From an optimization exercise on the open Yosys and OpenROAD flow, aimed at small area, a short achievable clock period and few clock cycles per item; shortcuts taken in it are not production practice. At most, simulation tests tie the RTL to the original design; equivalence was not proved. Power and IR drop assume default switching activity.

// ack_retransmit_tracker
module ack_retransmit_tracker #(
   parameter int SLOTS = art_pkg::SLOTS_DEFAULT
) (
   input  wire logic                   clock,
   input  wire logic                   reset,
   input  wire logic                   req_valid,
   output wire logic                   req_ready,
   input  wire logic [art_pkg::OP_W-1:0]        req_op,
   input  wire logic [art_pkg::SEQ_W-1:0]       req_seq,
   input  wire logic                   req_is_bye,
   output wire logic                   rsp_valid,
   input  wire logic                   rsp_ready,
   output wire logic [art_pkg::KIND_W-1:0]      rsp_kind,
   output wire logic [art_pkg::SLOT_W-1:0]      rsp_slot,
   output wire logic [art_pkg::SEQ_W-1:0]       rsp_seq_out,
   output wire logic [art_pkg::RETRY_W-1:0]     rsp_retry_count,
   output wire logic                   rsp_last,
   input  wire logic                   csr_valid,
   output wire logic                   csr_ready,
   input  wire logic [art_pkg::CSR_INDEX_W-1:0] csr_index,
   input  wire logic [art_pkg::CSR_DATA_W-1:0]  csr_data
);
For scale: roughly 3,900 cells after synthesis, ~930 flip-flops.
Settings: LEC_CHECK=0, CAP_MARGIN=20, CORE_MARGIN=2, CORE_UTILIZATION=40, CTS_BUF_LIST=sky130_fd_sc_hd__clkbuf_8, CTS_CLUSTER_DIAMETER=50, CTS_CLUSTER_SIZE=20, PLACE_DENSITY=0.5, SETUP_SLACK_MARGIN=3.5, SLEW_MARGIN=20; clock period 7.0 ns.
run.sh (not shown) runs the stock make flow with config.mk's settings and CLKGATE_MAP_FILE= SYNTH_SCRIPT=/design/flow/synth_recipe.tcl, a recipe that flattens the netlist after the stock synthesis.
Testbench counts at the start, summed over its fixed seeds: cycles 4,882, items 3,200.
Rerun with:
SETUP_SLACK_MARGIN = 3.9   (was 3.5)
Critical path depth came out higher by 1.
Power goes up by 0.85%.
Hold slack stays flat.
Register-to-register slack improved by 0.15 ns.
Non-clock buffer count rises by 157.
Via count is higher by 3.7%.
Count of clock-buffer cells in the layout is unchanged.
Setup slack is better by 0.22 ns.
Rerun with:
SETUP_SLACK_MARGIN = 3.7   (was 3.9)
Worst hold slack improved by 0.0047 ns.
Clock-buffer cell count is higher by 1.
Design area is lower by about 4%.
Routed wire length is lower by 3.4%.
Flip-flop and latch count does not change.
Setup slack got worse by 0.011 ns.
Utilization is lower by 1.9 points.
Total power is higher by about 0.8%.
Global-route usage is lower by 0.64 points.
Final cell count is lower by about 1.5%.
Clock power is higher by about 4%.

* * *

run 1:
Starting RTL as in the previous note.
clock: 7.0 ns
lec_check: 0
cap_margin: 20
core_margin: 2
core_utilization: 55
place_density: 0.65
setup_slack_margin: 3.5
slew_margin: 20
Run 1 finished every step from synthesis to the final layout, and the layout passed the timing, DRC and antenna checks.
Testbench counts of run 1, summed over its fixed seeds: cycles 4,882, items 3,200.
Here is what was changed in the inputs of run 2 compared with run 1.
- PLACE_DENSITY: 0.65 -> 0.6
- SETUP_SLACK_MARGIN: 3.5 -> 3.7
- CORE_UTILIZATION: 55 -> 50
- Lower post-route worst setup slack among run 2 and run 1: run 1
- Relative to run 1, final area has increased by 4.4% in run 2.
- Relative to run 1, the clock-buffer cell count measured on run 2 has increased by more than 10%.
- Clock network latency to the later pin of the worst-skew pair: higher on run 2
- As far as number of nets in the synthesized netlist goes, run 2 and run 1 are indistinguishable; the numbers are identical.
- Comparing run 2 and run 1, the higher critical path buffer and inverter count is on run 2.
- On total detailed-routing wirelength, run 2 does worse than run 1.
- Cell-internal power grows by a few percent when moving from run 1 to run 2.
- In run 2 relative to run 1, instance area at placement had gone up slightly.
--- input diff run 2..run 3 ---
- SETUP_SLACK_MARGIN now 3.5, was 3.7
- PLACE_DENSITY now 0.5, was 0.6
- CORE_UTILIZATION now 40, was 50
- Capturing element of the worst setup path: due_ff[4] -> run 3, csr_ready -> run 2
- Run 3 vs. run 2: design area went down by about 2.2%.
- Length of routed met3 wiring (run 2 / run 3): 1.4
- Run 2 → run 3: clock-buffer cell count fell by about 4%; cell count saw an increase.
- Each of the runs, namely run 3 and run 2, reached the end of the flow and came out clean.
Here is what was changed in the inputs of run 4 compared with run 3.
- a change of SETUP_SLACK_MARGIN from 3.5 to 3.7
==> notes.md <==
Run 4 completed; timing, DRC and antenna clean. Combined flip-flop and latch cell area delta (run 3 -> run 4): insignificant. Compared with run 3, in run 4 routed wire length went up 1.7%; length of routed met2 wiring went up about 3.4%. Design area was higher in the run labelled run 4. Run 3 → run 4: clock skew saw a decrease, first-pass GRT wire length has increased, wire length per cell after detailed routing went up, worst setup slack went up by 180 ps, power attributed to the clock group flat.

* * *

Another version of the RTL of ack_retransmit_tracker (not shown whole).
For scale: ~4100 cells after synthesis, roughly 960 flip-flops, roughly 0.049 sq mm of cells after synthesis.
Design ack_retransmit_tracker, start of the top module:
module ack_retransmit_tracker #(
   parameter int SLOTS = art_pkg::SLOTS_DEFAULT
) (
   input  wire logic                   clock,
   input  wire logic                   reset,
   input  wire logic                   req_valid,
   output wire logic                   req_ready,
   input  wire logic [art_pkg::OP_W-1:0]        req_op,
   input  wire logic [art_pkg::SEQ_W-1:0]       req_seq,
   input  wire logic                   req_is_bye,
   output wire logic                   rsp_valid,
   input  wire logic                   rsp_ready,
   output wire logic [art_pkg::KIND_W-1:0]      rsp_kind,
   output wire logic [art_pkg::SLOT_W-1:0]      rsp_slot,
   output wire logic [art_pkg::SEQ_W-1:0]       rsp_seq_out,
   output wire logic [art_pkg::RETRY_W-1:0]     rsp_retry_count,
   output wire logic                   rsp_last,
   input  wire logic                   csr_valid,
   output wire logic                   csr_ready,
   input  wire logic [art_pkg::CSR_INDEX_W-1:0] csr_index,
   input  wire logic [art_pkg::CSR_DATA_W-1:0]  csr_data
);
   localparam int IW = (SLOTS > 1) ? $clog2(SLOTS) : 1;
   localparam int SW = art_pkg::SEQ_W;
   localparam int AW = art_pkg::AGE_W;
   localparam int RW = art_pkg::RETRY_W;
   localparam int KW = art_pkg::KIND_W;
   localparam int GW = AW + 1;           
  ...
==> flow/config.mk <==
export PLATFORM = sky130hd
export DESIGN_NAME = ack_retransmit_tracker
export DESIGN_NICKNAME = ack_retransmit_tracker
export VERILOG_FILES = /design/flow/design.v
export SDC_FILE = /design/flow/constraint.sdc
export NUM_CORES = 4
export LEC_CHECK = 0
export ABC_CLOCK_PERIOD_IN_PS = 3500
export CAP_MARGIN = 20
export CORE_MARGIN = 2
export CORE_UTILIZATION = 40
export PLACE_DENSITY = 0.5
export SETUP_SLACK_MARGIN = 3.0
export SLEW_MARGIN = 20
==> flow/constraint.sdc <==
create_clock -name core_clock -period 7.0 [get_ports {clock}]
set_input_delay 1.4000 -clock core_clock [delete_from_list [all_inputs] [get_ports {clock}]]
set_output_delay 1.4000 -clock core_clock [all_outputs]
set_load 0.01 [all_outputs]
The baseline completed with no timing, DRC or antenna violations.
Next try:
- ABC_CLOCK_PERIOD_IN_PS: 3500 -> 2500
- SETUP_SLACK_MARGIN: 3.0 -> 4.0
What happened:
- The new run completed without violations
- setup slack improves by 610 ps
- non-clock buffer count grows by 383
- die area stays the same
- power grows by 3.5%
- global-route usage grows by 3.3 points
- cell area grows by 15%
- sequential cell count is unchanged
- clock skew grows by 4.1 ps
- routed wire length grows by 14%
- worst hold slack degrades by 10 ps
Function was not checked in any run of this note: the RTL went through the layout flow alone.

* * *

ack_retransmit_tracker, a different RTL version from the one above (not shown whole).
Size: about 950 flip-flops, about 80 I/O pins, about 48,000 um2 of cells after synthesis.
## ack_retransmit_tracker
module ack_retransmit_tracker #(
   parameter int SLOTS = art_pkg::SLOTS_DEFAULT
) (
   input  wire logic                   clock,
   input  wire logic                   reset,
   input  wire logic                   req_valid,
   output wire logic                   req_ready,
   input  wire logic [art_pkg::OP_W-1:0]        req_op,
   input  wire logic [art_pkg::SEQ_W-1:0]       req_seq,
   input  wire logic                   req_is_bye,
   output wire logic                   rsp_valid,
   input  wire logic                   rsp_ready,
   output wire logic [art_pkg::KIND_W-1:0]      rsp_kind,
   output wire logic [art_pkg::SLOT_W-1:0]      rsp_slot,
   output wire logic [art_pkg::SEQ_W-1:0]       rsp_seq_out,
   output wire logic [art_pkg::RETRY_W-1:0]     rsp_retry_count,
   output wire logic                   rsp_last,
   input  wire logic                   csr_valid,
   output wire logic                   csr_ready,
   input  wire logic [art_pkg::CSR_INDEX_W-1:0] csr_index,
   input  wire logic [art_pkg::CSR_DATA_W-1:0]  csr_data
);
Settings: LEC_CHECK=0, CAP_MARGIN=20, CORE_MARGIN=2, CORE_UTILIZATION=55, PLACE_DENSITY=0.65, SETUP_SLACK_MARGIN=4.0, SLEW_MARGIN=20; clock period 7.0 ns.
Then changed:
--- a/flow/config.mk
+++ b/flow/config.mk
@@ -8,6 +8,9 @@
 export CAP_MARGIN = 20
 export CORE_MARGIN = 2
-export CORE_UTILIZATION = 55
-export PLACE_DENSITY = 0.65
-export SETUP_SLACK_MARGIN = 4.0
+export CORE_UTILIZATION = 40
+export CTS_BUF_LIST = sky130_fd_sc_hd__clkbuf_8
+export CTS_CLUSTER_DIAMETER = 50
+export CTS_CLUSTER_SIZE = 20
+export PLACE_DENSITY = 0.5
+export SETUP_SLACK_MARGIN = 3.5
 export SLEW_MARGIN = 20
The changed run finished clean.
Synthesized area stays the same.
Die area goes up by 37%.
Final cell count climbs by 2.2%.
Function was not checked in any run of this note: the RTL went through the layout flow alone.

separate check: timing with driven ports:
No port has a modelled driver above. Below, the same layouts with a new extraction and two added sets of constraints.
Step 1 assumes that a clkbuf_16 drives the clock port and a buf_2 every other input.
Step 2 adds t to the input delays and takes it off the output delays; t is the mean of the earliest and latest rising clock arrival at the registers after step 1. Input paths then give back, and output paths get back, about the clock's delay inside the block.
Three values: ideal ports, drivers, drivers and shift; two values: the first two.
| run | t, ns | slack for setup (ns) | worst register clock-pin slew, ns | pins driven straight from the clock port |
|---|---|---|---|---|
| the first run of note 1 | 0.896 | 3.433 / 3.475 / 2.579 | 0.10 / 0.10 | 1 |
| the second run of note 1 | 0.885 | 3.654 / 3.654 / 3.064 | 0.10 / 0.10 | 1 |
| the third run of note 1 | 0.903 | 3.643 / 3.643 / 2.893 | 0.12 / 0.12 | 1 |
| run 1 | 0.740 | 3.452 / 3.499 / 2.758 | 0.07 / 0.07 | 1 |
| run 2 | 0.770 | 3.464 / 3.438 / 3.024 | 0.07 / 0.07 | 1 |
| run 3 | 0.780 | 3.487 / 3.532 / 2.756 | 0.07 / 0.07 | 1 |
| run 4 | 0.784 | 3.666 / 3.666 / 2.969 | 0.06 / 0.06 | 1 |
| the first run of note 3 | 0.800 | 3.037 / 3.037 / 2.346 | 0.06 / 0.06 | 1 |
| the second run of note 3 | 0.800 | 3.650 / 3.650 / 3.018 | 0.07 / 0.07 | 1 |
| the first run of note 4 | 0.790 | 3.412 / 3.453 / 2.663 | 0.07 / 0.07 | 1 |
| the second run of note 4 | 0.936 | 3.491 / 3.491 / 2.618 | 0.11 / 0.11 | 1 |
After both steps every run listed still meets setup and hold. For the second run of note 4, which loses most, drivers alone change the setup slack by 0.000 ns; drivers and shift together by -0.873 ns.
